From an optimization exercise on the open Yosys and OpenROAD flow, aimed at small area, a short achievable clock period and few clock cycles per item; shortcuts taken in it are not production practice. RTL that was checked went through simulation tests only; none was proved equivalent to the original. No activity file was given, so power comes from the tool's default toggle rates.

job 2633:
Design bmem_bridge, start of the top module:
module bmem_bridge
#(
    parameter int ADDR_W = 32
) (
    input  wire logic                 clk,
    input  wire logic                 rst,
    input  wire logic                 fetch_req_i,
    input  wire logic [ADDR_W-1:0]    fetch_addr_i,
    output logic                      fetch_resp_o,
    output logic      [bmem_pkg::WORD_BITS-1:0] fetch_word_o,
    input  wire logic                 dline_read_i,
    input  wire logic                 dline_write_i,
    input  wire logic [ADDR_W-1:0]    dline_addr_i,
    input  wire logic [bmem_pkg::LINE_BITS-1:0] dline_wdata_i,
    output logic                      dline_resp_o,
    output logic      [bmem_pkg::LINE_BITS-1:0] dline_rdata_o,
    output logic      [ADDR_W-1:0]    bmem_addr_o,
    output logic                      bmem_read_o,
    output logic                      bmem_write_o,
    output logic      [bmem_pkg::BEAT_BITS-1:0] bmem_wdata_o,
    input  wire logic                 bmem_ready_i,
    input  wire logic [bmem_pkg::BEAT_BITS-1:0] bmem_rdata_i,
    input  wire logic                 bmem_rvalid_i
);
    localparam int OFF   = bmem_pkg::OFFSET_BITS;
    localparam int TAG_W = ADDR_W - OFF;
    logic [3:0][63:0]   buf_q;
    logic [TAG_W-1:0]   tag_q;
    logic               iv_q;        
    logic               rd_busy_q;
    logic               rd_data_q;   
    logic [1:0]         bcnt_q;      
    logic [3:0]         st_q;
    logic [3:0]         arr_q;
  ...
Settings: LEC_CHECK=0, CAP_MARGIN=20, CORE_AREA=5 5 355 355, DIE_AREA=0 0 360 360, SETUP_SLACK_MARGIN=2.5, SLEW_MARGIN=20; clock period 5.0 ns.
standard.sh (not shown) runs the stock make flow with config.mk's settings and CLKGATE_MAP_FILE= SYNTH_SCRIPT=/design/flow/synth_recipe.tcl, a recipe that flattens the netlist after the stock synthesis.
==> flow/flow/run.sh <==
#!/bin/bash
# Standard layout, with the smallest buffer on every input and output port.
set -euo pipefail
export BUFFER_PORTS_ARGS="-buffer_cell sky130_fd_sc_hd__buf_1"
bash standard.sh > standard_flow.log 2>&1
Per the final summary, job 2633 finished and its layout is clean on timing, DRC and antenna.
Inputs modified between job 2633 and job 7586:
Settings: changing CORE_AREA from 5 5 355 355 to 5 5 215 215; changing DIE_AREA from 0 0 360 360 to 0 0 220 220.
==> run summary <==
Job 2633 → job 7586: initial cell density of the core saw an increase, highest cell delay on the worst timing path saw a decrease, overall routing resource usage saw an increase. The final reports for job 7586 and job 2633 show data arrival at the endpoint of the critical path lower in the former. | met1 wire length | job 7586 vs job 2633 | about 30% lower |. Layout-stage area growth over the synthesis result: job 7586 lower than job 2633. Worst hold slack in job 7586 vs job 2633: up 30 ps. All of job 2633 and job 7586 finish clean.
[inputs] job 5378 vs job 7586
Settings: DIE_AREA changed from 0 0 220 220 to 0 0 360 360; CORE_AREA changed from 5 5 215 215 to 5 5 355 355.
==> flow/run.sh (new file) <==
#!/bin/bash
# synth_recipe.tcl (not shown) runs the flow's synth.tcl, then flattens the netlist and writes it again
# the make line also repeats each setting of config.mk as NAME=value (left out here)
make -C /OpenROAD-flow-scripts/flow DESIGN_CONFIG=/design/flow/config.mk WORK_HOME=/design/flow/orfs CLKGATE_MAP_FILE= SYNTH_SCRIPT=/design/flow/synth_recipe.tcl finish
removed: flow/flow/run.sh
removed: flow/standard.sh
==> comparison <==
- Job 7586 went all the way through the flow, and no timing, DRC or antenna check failed.
- Job 5378 ran to completion and came out clean on the timing, DRC and antenna checks.
- Taking job 7586 as the reference, in job 5378 area growth from synthesis to layout has increased, final cell count without fillers has increased, clock distribution area overhead in the final layout has remained practically unchanged.
- Looking at capturing instance or port of the critical path, the fetch_word_o[0] result is from job 5378; the fetch_word_o[20] one comes from job 7586.
No run of this note included a check of the RTL's function; only the layout flow was run.

========
Another version of the RTL of bmem_bridge (not shown whole).
For scale: about 1100 cells after synthesis, ~300 flip-flops, roughly 780 I/O pins.
clock: 5.0 ns
lec_check: 0
cap_margin: 20
core_area: 5 5 225 225
die_area: 0 0 230 230
setup_slack_margin: 2.0
slew_margin: 20
==> flow/flow/run.sh <==
#!/bin/bash
# Standard layout, with the smallest buffer on every input and output port,
# and without the slow wide OR/NOR cells in synthesis and repair.
set -euo pipefail
export BUFFER_PORTS_ARGS="-buffer_cell sky130_fd_sc_hd__buf_1"
export DONT_USE_CELLS="sky130_fd_sc_hd__or3_1 sky130_fd_sc_hd__or3_2 sky130_fd_sc_hd__or3_4 sky130_fd_sc_hd__or3b_1 sky130_fd_sc_hd__or3b_2 sky130_fd_sc_hd__or3b_4 sky130_fd_sc_hd__or4_1 sky130_fd_sc_hd__or4_2 sky130_fd_sc_hd__or4_4 sky130_fd_sc_hd__or4b_1 sky130_fd_sc_hd__or4b_2 sky130_fd_sc_hd__or4b_4 sky130_fd_sc_hd__or4bb_1 sky130_fd_sc_hd__or4bb_2 sky130_fd_sc_hd__or4bb_4 sky130_fd_sc_hd__nor4_1 sky130_fd_sc_hd__nor4_2 sky130_fd_sc_hd__nor4_4 sky130_fd_sc_hd__nor4b_1 sky130_fd_sc_hd__nor4b_2 sky130_fd_sc_hd__nor4b_4 sky130_fd_sc_hd__nor4bb_1 sky130_fd_sc_hd__nor4bb_2 sky130_fd_sc_hd__nor4bb_4"
bash standard.sh > standard_flow.log 2>&1
Testbench counts at the start, summed over its fixed seeds: cycles 6,209, items 2,640.
==> next run, changes <==
==> flow/flow/run.sh (replaced) <==
#!/bin/bash
# Standard layout, with the smallest buffer on every input and output port.
set -euo pipefail
export BUFFER_PORTS_ARGS="-buffer_cell sky130_fd_sc_hd__buf_1"
bash standard.sh > standard_flow.log 2>&1
Settings changed: ABC_AREA set to 1.
The new run ran to the end with no violations.
Setup slack improves by 0.16 ns.
Synthesized area rose by 4.1%.
Count of clock-buffer cells in the layout fell by 4.
Non-clock buffer count rose by 12.
Design area rose by 5.5%.
Register-to-register slack improves by 0.07 ns.
Power rose by 8.4%.
Flip-flop and latch count stays the same.
Die area is unchanged.
Cell count rose by 29%.
Wire length rose by 3.9%.
==> next run, changes <==
Settings changed: ABC_AREA 1 to not set, ABC_CLOCK_PERIOD_IN_PS set to 1000.
Result: Cell count falls by about a fifth. Power drops by a little under a tenth. Area after synthesis fell by a few percent. Maximum frequency drops by a few percent. Clock skew rises by 0.022 ns. Critical path depth drops by 1. Setup slack got worse by 0.16 ns. First-iteration DRC count came out lower by a few percent. Routed wire length falls by a few percent.
==> next run, changes <==
Settings changed: ABC_CLOCK_PERIOD_IN_PS 1000 to not set.
The new run went through all stages and came out clean.
Maximum frequency is unchanged.
Core utilization is unchanged.
Non-clock buffer count is unchanged.
Hold slack does not change.
Cell count stays the same.
Clock power barely changes.

========
Another version of the RTL of bmem_bridge (not shown whole).
Size in the first run: about 1300 cells after synthesis, roughly 780 I/O pins, about 0.016 mm² of cells after synthesis.
==> flow/config.mk <==
export PLATFORM = sky130hd
export DESIGN_NAME = bmem_bridge
export DESIGN_NICKNAME = bmem_bridge
export VERILOG_FILES = /design/flow/design.v
export SDC_FILE = /design/flow/constraint.sdc
export NUM_CORES = 4
export LEC_CHECK = 0
export CAP_MARGIN = 20
export CORE_AREA = 5 5 225 225
export DIE_AREA = 0 0 230 230
export SETUP_SLACK_MARGIN = 2.0
export SLEW_MARGIN = 20
==> flow/constraint.sdc <==
create_clock -name core_clock -period 5.0 [get_ports {clk}]
set_input_delay 1.0000 -clock core_clock [delete_from_list [all_inputs] [get_ports {clk}]]
set_output_delay 1.0000 -clock core_clock [all_outputs]
set_load 0.01 [all_outputs]
==> flow/flow/run.sh <==
#!/bin/bash
# Standard layout, with the smallest buffer on every input and output port,
# and without the slow wide OR/NOR cells (on top of the platform's don't-use
# list) in synthesis and repair.
set -euo pipefail
export BUFFER_PORTS_ARGS="-buffer_cell sky130_fd_sc_hd__buf_1"
PLATFORM_DONT_USE="sky130_fd_sc_hd__probe_p_8 sky130_fd_sc_hd__probec_p_8 sky130_fd_sc_hd__lpflow_bleeder_1 sky130_fd_sc_hd__lpflow_clkbufkapwr_1 sky130_fd_sc_hd__lpflow_clkbufkapwr_16 sky130_fd_sc_hd__lpflow_clkbufkapwr_2 sky130_fd_sc_hd__lpflow_clkbufkapwr_4 sky130_fd_sc_hd__lpflow_clkbufkapwr_8 sky130_fd_sc_hd__lpflow_clkinvkapwr_1 sky130_fd_sc_hd__lpflow_clkinvkapwr_16 sky130_fd_sc_hd__lpflow_clkinvkapwr_2 sky130_fd_sc_hd__lpflow_clkinvkapwr_4 sky130_fd_sc_hd__lpflow_clkinvkapwr_8 sky130_fd_sc_hd__lpflow_decapkapwr_12 sky130_fd_sc_hd__lpflow_decapkapwr_3 sky130_fd_sc_hd__lpflow_decapkapwr_4 sky130_fd_sc_hd__lpflow_decapkapwr_6 sky130_fd_sc_hd__lpflow_decapkapwr_8 sky130_fd_sc_hd__lpflow_inputiso0n_1 sky130_fd_sc_hd__lpflow_inputiso0p_1 sky130_fd_sc_hd__lpflow_inputiso1n_1 sky130_fd_sc_hd__lpflow_inputiso1p_1 sky130_fd_sc_hd__lpflow_inputisolatch_1 sky130_fd_sc_hd__lpflow_isobufsrc_1 sky130_fd_sc_hd__lpflow_isobufsrc_16 sky130_fd_sc_hd__lpflow_isobufsrc_2 sky130_fd_sc_hd__lpflow_isobufsrc_4 sky130_fd_sc_hd__lpflow_isobufsrc_8 sky130_fd_sc_hd__lpflow_isobufsrckapwr_16 sky130_fd_sc_hd__lpflow_lsbuf_lh_hl_isowell_tap_1 sky130_fd_sc_hd__lpflow_lsbuf_lh_hl_isowell_tap_2 sky130_fd_sc_hd__lpflow_lsbuf_lh_hl_isowell_tap_4 sky130_fd_sc_hd__lpflow_lsbuf_lh_isowell_4 sky130_fd_sc_hd__lpflow_lsbuf_lh_isowell_tap_1 sky130_fd_sc_hd__lpflow_lsbuf_lh_isowell_tap_2 sky130_fd_sc_hd__lpflow_lsbuf_lh_isowell_tap_4 sky130_fd_sc_hd__fill_1 sky130_fd_sc_hd__fill_2 sky130_fd_sc_hd__fill_4 sky130_fd_sc_hd__fill_8 "
SLOW="sky130_fd_sc_hd__or3_1 sky130_fd_sc_hd__or3_2 sky130_fd_sc_hd__or3_4 sky130_fd_sc_hd__or3b_1 sky130_fd_sc_hd__or3b_2 sky130_fd_sc_hd__or3b_4 sky130_fd_sc_hd__or4_1 sky130_fd_sc_hd__or4_2 sky130_fd_sc_hd__or4_4 sky130_fd_sc_hd__or4b_1 sky130_fd_sc_hd__or4b_2 sky130_fd_sc_hd__or4b_4 sky130_fd_sc_hd__or4bb_1 sky130_fd_sc_hd__or4bb_2 sky130_fd_sc_hd__or4bb_4 sky130_fd_sc_hd__nor4_1 sky130_fd_sc_hd__nor4_2 sky130_fd_sc_hd__nor4_4 sky130_fd_sc_hd__nor4b_1 sky130_fd_sc_hd__nor4b_2 sky130_fd_sc_hd__nor4b_4 sky130_fd_sc_hd__nor4bb_1 sky130_fd_sc_hd__nor4bb_2 sky130_fd_sc_hd__nor4bb_4"
bash standard.sh "DONT_USE_CELLS=$PLATFORM_DONT_USE $SLOW" finish > standard_flow.log 2>&1
The starting point ran to the end with no violations.
Edit:
Settings changed: SYNTH_HIERARCHICAL from default to 1.
Outcome: Non-clock buffer count increases by 12. Routed wire length decreases by 2.8%. Hold slack improved by 0.035 ns. Die area does not change. Clock power increases by about 2%. Sequential share of layout area increases by 0.15 points. Via count increases by 0.63%. Area after synthesis is about the same. Count of clock-buffer cells in the layout increases by 1. Cell area barely changes. Worst setup slack improved by 0.011 ns.
No run of this note included a check of the RTL's function; only the layout flow was run.

========
Setup of build 72:
Another version of the RTL of bmem_bridge (not shown whole).
Size: roughly 310 flip-flops, about 780 I/O pins, roughly 16,000 µm² of cells after synthesis.
// bmem_bridge
module bmem_bridge
#(
    parameter int ADDR_W = 32
) (
    input  wire logic                 clk,
    input  wire logic                 rst,
    input  wire logic                 fetch_req_i,
    input  wire logic [ADDR_W-1:0]    fetch_addr_i,
    output logic                      fetch_resp_o,
    output logic      [bmem_pkg::WORD_BITS-1:0] fetch_word_o,
    input  wire logic                 dline_read_i,
    input  wire logic                 dline_write_i,
    input  wire logic [ADDR_W-1:0]    dline_addr_i,
    input  wire logic [bmem_pkg::LINE_BITS-1:0] dline_wdata_i,
    output logic                      dline_resp_o,
    output logic      [bmem_pkg::LINE_BITS-1:0] dline_rdata_o,
    output logic      [ADDR_W-1:0]    bmem_addr_o,
    output logic                      bmem_read_o,
    output logic                      bmem_write_o,
    output logic      [bmem_pkg::BEAT_BITS-1:0] bmem_wdata_o,
    input  wire logic                 bmem_ready_i,
    input  wire logic [bmem_pkg::BEAT_BITS-1:0] bmem_rdata_i,
    input  wire logic                 bmem_rvalid_i
);
clock: 5.0 ns
lec_check: 0
cap_margin: 20
core_area: 5 5 225 225
cts_cluster_diameter: 60
cts_cluster_size: 20
die_area: 0 0 230 230
setup_slack_margin: 2.0
slew_margin: 20
Scripts as last shown in full above: flow/flow/run.sh
Build 72: done, clean on timing, DRC and antenna
Testbench counts of build 72, summed over its fixed seeds: cycles 5,809, items 2,640.
The inputs of build 38 differ from those of build 72 as listed below.
- CTS_BUF_LIST newly set to sky130_fd_sc_hd__clkbuf_8
- CTS_CLUSTER_DIAMETER removed (was 60)
- SETUP_SLACK_MARGIN changed from 2.0 to 1.6
- CTS_CLUSTER_SIZE removed (was 20)
Build 38 leaves more setup margin than build 72.
Going from build 72 to build 38, number of antenna violations at the first check in global routing shrinks by about 23%.
Non-clock buffer count delta for build 38 relative to build 72: 6 lower
Diff build 72 -> build 38: overall via count from detail_route increased by 0.44% relative to the old numbers, total power moved up.
--- input diff build 38..build 68 ---
- DIE_AREA: 0 0 230 230 -> 0 0 220 220
- SETUP_SLACK_MARGIN: 1.6 -> 2.0
- PLACE_DENSITY: unset -> 0.8
- CTS_BUF_LIST: sky130_fd_sc_hd__clkbuf_8 -> unset
- CORE_AREA: 5 5 225 225 -> 5 5 215 215
[summary]
- Looking at the reports, build 68 completed the entire flow and the layout it produced met the timing, DRC and antenna checks.
- | met1 routed wirelength after detailed routing | build 68 vs build 38 | about 2.6% higher |
- Maximum frequency delta (build 68 − build 38): unfavourable
- Row first-pass GRT wire length: build 68 higher / build 38 lower
- In the flow results for build 38 and build 68, the final period utilization is smaller on build 38.
- Going from build 38 to build 68, the cell area was found to have gone up by 180 µm².
- Looking at DRC violation total after the first TritonRoute iteration, build 68 sits above build 38.
- Between build 38 and build 68, the cell count went down.
- Sequential fraction of total cell area: build 68 < build 38
- Higher maximum fanout count along the critical path among build 38 and build 68: build 38
- From build 38 to build 68 the numbers moved as follows: die area dropped 4500 µm²; final critical-path setup slack dropped 120 ps.
#### Input delta (build 27 over build 68)
- DIE_AREA changed from 0 0 220 220 to 0 0 230 230
- CTS_CLUSTER_SIZE newly set to 20
- CTS_CLUSTER_DIAMETER newly set to 60
- PLACE_DENSITY removed (was 0.8)
- CTS_BUF_LIST newly set to sky130_fd_sc_hd__clkbuf_4 sky130_fd_sc_hd__clkbuf_8
- CORE_AREA changed from 5 5 215 215 to 5 5 225 225
Results
Build 27 went all the way through synthesis, placement and routing and the layout is clean on timing, DRC and antenna.
Build 27 ends up with higher fraction of final layout cells with drive strength greater than 1 than build 68 does.
Diff build 68 and build 27: die area higher in build 27
From build 68 to build 27 the numbers moved as follows: buffers inserted during post-CTS setup optimization went up by 15%; final period demand of the worst path moved down; signed area change from the synthesized netlist to the final layout down 1.4 points; worst slack on hold paths did not really move; number of H-tree levels saw little to no change.
Re non-clock buffer count: build 27 is about 2.3% up on build 68.
Relative to build 27, the following input files were edited for build 80:
- CTS_BUF_LIST removed (was sky130_fd_sc_hd__clkbuf_4 sky130_fd_sc_hd__clkbuf_8)
- SETUP_SLACK_MARGIN changed from 2.0 to 2.4
- CTS_CLUSTER_DIAMETER removed (was 60)
- CTS_CLUSTER_SIZE removed (was 20)
--- outcome ---
Summed negative setup slack over all endpoints: build 80 vs build 27, no meaningful difference
Build 80 finished end to end and its layout was clean on timing, DRC and antenna.
Build 27 → build 80: buffer share of cell area now larger; worst setup slack after layout moved up; number of global-route vias before repair went up by about 2%.
In the flow results for build 27 and build 80, the stage delay of the slowest cell on the critical path is smaller on build 27.
Build 80 vs build 27 — number of antenna violations at the first check in global routing dropped about 20%.
Build 80 ended up with a higher count of H-tree levels built during CTS than build 27 did.
Summary of build 80 over build 27: proportion of power drawn by the clock network now larger; maximum frequency grew by about 3%; routed wire length +about 3.3%.
Count of max-cap constraint violations essentially unchanged between build 27 and build 80.

re-timing with driven ports:
No port has a modelled driver above. Below, the same layouts with a new extraction and two added sets of constraints. Step 1 assumes that a clkbuf_16 drives the clock port and a buf_2 every other input. Step 2 times the ports against the registers' clock, not the clock port: input delays grow and output delays shrink by t, the midpoint of the rising clock arrivals with the driver on. a / b / c = no drivers / after step 1 / after step 2; a / b = the first two.
| run | t (ns) | setup slack, ns | worst hold slack (ns) | worst data-port slew with drivers (ns) | cell pins on the clock port's net |
|---|---|---|---|---|---|
| job 2633 | 0.637 | 1.163 / 1.100 / 1.100 | 0.468 / 0.468 / 0.468 | 0.31 | 1 |
| job 7586 | 0.599 | 1.328 / 1.181 / 1.181 | 0.499 / 0.499 / 0.499 | 0.31 | 1 |
| job 5378 | 0.633 | 1.086 / 0.964 / 0.964 | 0.509 / 0.509 / 0.509 | 0.32 | 1 |
| the first run of note 2 | 0.591 | 1.426 / 1.318 / 1.318 | 0.561 / 0.561 / 0.561 | 0.31 | 1 |
| the second run of note 2 | 0.589 | 1.586 / 1.446 / 1.446 | 0.470 / 0.470 / 0.470 | 0.21 | 1 |
| the third run of note 2 | 0.591 | 1.426 / 1.318 / 1.318 | 0.561 / 0.561 / 0.561 | 0.31 | 1 |
| the fourth run of note 2 | 0.591 | 1.426 / 1.318 / 1.318 | 0.561 / 0.561 / 0.561 | 0.31 | 1 |
| the first run of note 3 | 0.581 | 1.454 / 1.267 / 1.267 | 0.468 / 0.468 / 0.468 | 0.23 | 1 |
| the second run of note 3 | 0.587 | 1.466 / 1.370 / 1.370 | 0.503 / 0.503 / 0.503 | 0.25 | 1 |
| build 72 | 0.589 | 1.411 / 1.307 / 1.307 | 0.481 / 0.481 / 0.481 | 0.20 | 1 |
| build 38 | 0.643 | 1.450 / 1.252 / 1.252 | 0.489 / 0.489 / 0.489 | 0.21 | 1 |
| build 68 | 0.625 | 1.326 / 1.186 / 1.186 | 0.490 / 0.490 / 0.490 | 0.23 | 1 |
| build 27 | 0.627 | 1.400 / 1.326 / 1.326 | 0.487 / 0.487 / 0.487 | 0.22 | 1 |
| build 80 | 0.568 | 1.503 / 1.261 / 1.261 | 0.473 / 0.473 / 0.473 | 0.24 | 1 |
After both steps setup and hold are still met in every run listed. For build 80, which loses most, drivers alone change the setup slack by -0.242 ns; drivers and shift together by -0.242 ns.
